This design comes from an exercise in tuning for small area on the open sky130 flow, not from production work. Function was checked by simulation only, so behaviour that the tests miss may differ from the original. Power and IR drop assume default switching activity.

// packet_filter_fifo
module packet_filter_fifo #(
  parameter int WIDTH_DATA_BYTES  = 8,
  parameter int WIDTH_HDR_A_BYTES = 6,
  parameter int WIDTH_HDR_B_BYTES = 4,
  parameter int FIFO_DEPTH        = 16,
  parameter int MAX_PKT_BEATS     = 8
) (
  input  logic                               clk_host,
  input  logic                               rst_n,
  input  logic                               in_valid,
  input  logic                               in_sop,
  input  logic                               in_eop,
  input  logic [WIDTH_DATA_BYTES-1:0]        in_byteen,
  input  logic [WIDTH_DATA_BYTES*8-1:0]      in_data,
  input  logic [WIDTH_HDR_A_BYTES*8-1:0]     in_headerA,
  input  logic [WIDTH_HDR_B_BYTES*8-1:0]     in_headerB,
  output logic                               out_valid,
  input  logic                               out_ready,
  output logic                               out_sop,
  output logic                               out_eop,
  output logic [WIDTH_DATA_BYTES-1:0]        out_byteen,
  output logic [WIDTH_DATA_BYTES*8-1:0]      out_data,
  output logic [WIDTH_HDR_B_BYTES*8-1:0]     out_headerB,
  input  logic                               cfg_match_en,
  input  logic [WIDTH_HDR_A_BYTES*8-1:0]     cfg_match_addr,
  output logic [$clog2(FIFO_DEPTH):0]        fifo_level,
  output logic [15:0]                        cnt_accepted,
  output logic [15:0]                        cnt_drop_filter,
  output logic [15:0]                        cnt_drop_full,
  output logic [15:0]                        cnt_truncated
);
For scale: about 1800 flip-flops, about 380 I/O pins, about 0.064 mm2 of cells after synthesis.
clock: 6.0 ns
lec_check: 0
cap_margin: 10
core_margin: 2
core_utilization: 65
slew_margin: 10
standard.sh (not shown) runs the stock make flow with config.mk's settings and CLKGATE_MAP_FILE= SYNTH_SCRIPT=/design/flow/synth_recipe.tcl, a recipe that flattens the netlist after the stock synthesis.
==> flow/flow/run.sh <==
#!/bin/bash
set -euo pipefail
bash standard.sh \
  BUFFER_PORTS_ARGS="-buffer_cell sky130_fd_sc_hd__buf_1" \
  CTS_ARGS="-sink_clustering_enable -repair_clock_nets -dont_use_dummy_load -buf_list sky130_fd_sc_hd__clkbuf_8 -sink_clustering_size 20 -sink_clustering_max_diameter 50" \
  finish > make_finish.log 2>&1
Then changed:
==> flow/flow/run.sh (replaced) <==
#!/bin/bash
set -euo pipefail
bash standard.sh \
  BUFFER_PORTS_ARGS="-buffer_cell sky130_fd_sc_hd__buf_1" \
  CTS_ARGS="-sink_clustering_enable -repair_clock_nets -dont_use_dummy_load -buf_list sky130_fd_sc_hd__clkbuf_4 -sink_clustering_size 10 -sink_clustering_max_diameter 40" \
  finish > make_finish.log 2>&1
The changed run completed without violations.
Design area came out lower by 0.57%.
Via count goes up by 1.4%.
Die area does not change.
Area after synthesis stays the same.
Sequential cell count does not change.
Final cell count goes up by 1.4%.

========
Setup of P:
Another version of the RTL of packet_filter_fifo (not shown whole).
Size: ~3,500 cells after synthesis, ~1,800 flip-flops, about 380 I/O pins, ~0.065 mm2 of cells after synthesis.
make LEC_CHECK=0 CAP_MARGIN=20 CORE_MARGIN=2 CORE_UTILIZATION=50 CTS_BUF_LIST=sky130_fd_sc_hd__clkbuf_8 CTS_CLUSTER_DIAMETER=50 CTS_CLUSTER_SIZE=20 SLEW_MARGIN=20 finish   # period 6.0 ns
run.sh (not shown) runs the stock make flow with config.mk's settings and CLKGATE_MAP_FILE= SYNTH_SCRIPT=/design/flow/synth_recipe.tcl, a recipe that flattens the netlist after the stock synthesis.
Stock flow here: none of the scripts above is used.
> inputs changed (P -> Q)
- clearing CTS_CLUSTER_DIAMETER, which used to be 50
- swapping 20 for 10 in SLEW_MARGIN
- clearing CTS_CLUSTER_SIZE, which used to be 20
- swapping 20 for 10 in CAP_MARGIN
- clearing CTS_BUF_LIST, which used to be sky130_fd_sc_hd__clkbuf_8
- swapping 50 for 55 in CORE_UTILIZATION
==> flow/flow/run.sh (new file) <==
#!/bin/bash
set -euo pipefail
bash standard.sh \
  BUFFER_PORTS_ARGS="-buffer_cell sky130_fd_sc_hd__buf_1" \
  CTS_ARGS="-sink_clustering_enable -repair_clock_nets -dont_use_dummy_load -buf_list sky130_fd_sc_hd__clkbuf_8 -sink_clustering_size 20 -sink_clustering_max_diameter 50" \
  finish > make_finish.log 2>&1
==> flow/standard.sh (new file) <==
#!/bin/bash
# synth_recipe.tcl (not shown) runs the flow's synth.tcl, then flattens the netlist and writes it again
# the make line also repeats each setting of config.mk as NAME=value (left out here)
make -C /OpenROAD-flow-scripts/flow DESIGN_CONFIG=/design/flow/config.mk WORK_HOME=/design/flow/orfs CLKGATE_MAP_FILE= SYNTH_SCRIPT=/design/flow/synth_recipe.tcl "${@:-finish}"
removed: flow/run.sh
- Looking at post-cts gate resize count, Q sits below P.
- Q vs P on part of the cycle the worst path needs: Q is the higher one.
- Setup slack in Q is smaller than in P.
- Going from P to Q, wire length shrank slightly.
- Worst slew slack as a fraction of its limit: Q vs P down 9.4 points
- Sort P and Q by first-pass GRT wire length, ascending, and Q comes first.
- P → Q: final instance area dropped 0.0049 mm2, portion of total power attributed to combinational logic decreased 2.5 points.
Changes in R relative to Q:
- CORE_UTILIZATION now 45, was 55
- CAP_MARGIN now 20, was 10
- SLEW_MARGIN now 20, was 10
==> flow/run.sh (new file) <==
#!/bin/bash
# synth_recipe.tcl (not shown) runs the flow's synth.tcl, then flattens the netlist and writes it again
# the make line also repeats each setting of config.mk as NAME=value (left out here)
make -C /OpenROAD-flow-scripts/flow DESIGN_CONFIG=/design/flow/config.mk WORK_HOME=/design/flow/orfs CLKGATE_MAP_FILE= SYNTH_SCRIPT=/design/flow/synth_recipe.tcl finish
removed: flow/flow/run.sh
removed: flow/standard.sh
==> comparison <==
R did not stop at any stage, and its layout met the timing, design-rule and antenna checks. R has delay of the slowest cell on the worst path below what Q had. Die boundary width sits higher in R than in Q. A worst hold path class of flip-flop to flip-flop is what Q shows, while input port to asynchronous set/reset pin belongs to R. R vs. Q: design area went up by 0.0071 mm2. Between Q and R, worst endpoint data arrival time decreased. R against Q: cell-internal power rose about 30%, share of the clock period used by the worst path after layout went down. Looking at post-route worst setup slack across both flows, R is the stronger of the two, with Q trailing. CTS clock-pin slew for the worst setup and hold paths is higher on Q. Sequential share of layout area delta for R relative to Q: 6.7 points lower. Per the comparison of R with Q, final critical path time including I/O delays and setup fell by 0.019 ns, number of gates given a new drive strength after cts picked up an extra 4.

========
== birch ==
RTL: one of the versions met above, not the one the previous note started from.
Size in the first run: roughly 3300 cells after synthesis, ~1800 flip-flops, ~380 I/O pins, about 64000 µm² of cells after synthesis.
==> flow/config.mk <==
export PLATFORM = sky130hd
export DESIGN_NAME = packet_filter_fifo
export DESIGN_NICKNAME = packet_filter_fifo
export VERILOG_FILES = /design/flow/design.v
export SDC_FILE = /design/flow/constraint.sdc
export NUM_CORES = 4
export LEC_CHECK = 0
export CAP_MARGIN = 5
export CORE_MARGIN = 2
export CORE_UTILIZATION = 55
export SLEW_MARGIN = 5
==> flow/constraint.sdc <==
create_clock -name core_clock -period 6.0 [get_ports {clk_host}]
set_input_delay 1.2000 -clock core_clock [delete_from_list [all_inputs] [get_ports {clk_host}]]
set_output_delay 1.2000 -clock core_clock [all_outputs]
set_load 0.01 [all_outputs]
standard.sh (not shown) runs the stock make flow with config.mk's settings and CLKGATE_MAP_FILE= SYNTH_SCRIPT=/design/flow/synth_recipe.tcl, a recipe that flattens the netlist after the stock synthesis.
==> flow/flow/run.sh <==
#!/bin/bash
set -euo pipefail
bash standard.sh \
  BUFFER_PORTS_ARGS="-buffer_cell sky130_fd_sc_hd__buf_1" \
  CTS_ARGS="-sink_clustering_enable -repair_clock_nets -dont_use_dummy_load -buf_list sky130_fd_sc_hd__clkbuf_8 -sink_clustering_size 24 -sink_clustering_max_diameter 40" \
  finish > make_finish.log 2>&1
birch ran to completion and came out clean on the timing, design-rule and antenna checks.
## Diff of input files: maple against birch
Settings: changing CAP_MARGIN from 5 to 10; changing SLEW_MARGIN from 5 to 10.
==> flow/flow/run.sh <==
#!/bin/bash
set -euo pipefail
bash standard.sh \
  BUFFER_PORTS_ARGS="-buffer_cell sky130_fd_sc_hd__buf_1" \
  CTS_ARGS="-sink_clustering_enable -repair_clock_nets -dont_use_dummy_load -buf_list sky130_fd_sc_hd__clkbuf_8 -sink_clustering_size 20 -sink_clustering_max_diameter 50" \
  finish > make_finish.log 2>&1
--- outcome ---
maple closes out successfully: all stages finished, all timing, DRC and antenna checks passed. birch: PASS, flow complete, no timing, DRC or antenna violations. The combinational group share of total power of maple is higher than that of birch. Reported for maple and birch, number of unique standard cell types used by synthesis turned out identical to the last digit. Compared with birch, in maple initial DRC count saw a decrease, time the final worst path needs with I/O delays and setup held, average routed wire per standard cell shows no meaningful change.

## static timing again, ports no longer ideal
How much do the figures lean on ideal ports? The routed layouts below were timed once more, with nothing changed but the port constraints. Step 1 sets driving cells, clkbuf_16 on the clock port and buf_2 on the other inputs (assumed; they add their load-dependent delay and slew). Step 2 also shifts input and output timing later by t, the mid clock arrival at the registers, as if the neighbouring blocks saw the same clock. a / b / c = ideal ports / drivers / drivers and shift; a / b = the first two.
run | shift t [ns] | slack for setup (ns) | worst setup path after step 2 | worst slew at a driven data input, ns
the first run of note 1 | 0.881 | 0.823 / 0.754 / 1.102 | input to register | 0.14
the second run of note 1 | 1.194 | 0.520 / 0.455 / 1.097 | input to register | 0.14
P | 0.954 | 0.274 / 0.201 / 1.009 | input to register | 0.13
Q | 0.906 | 0.197 / 0.125 / 1.031 | register to output | 0.12
R | 0.879 | 0.215 / 0.139 / 1.018 | register to output | 0.15
birch | 0.913 | 0.888 / 0.817 / 1.192 | input to register | 0.14
maple | 0.896 | 0.891 / 0.820 / 1.215 | input to register | 0.15
After both steps setup and hold are still met in every run listed.
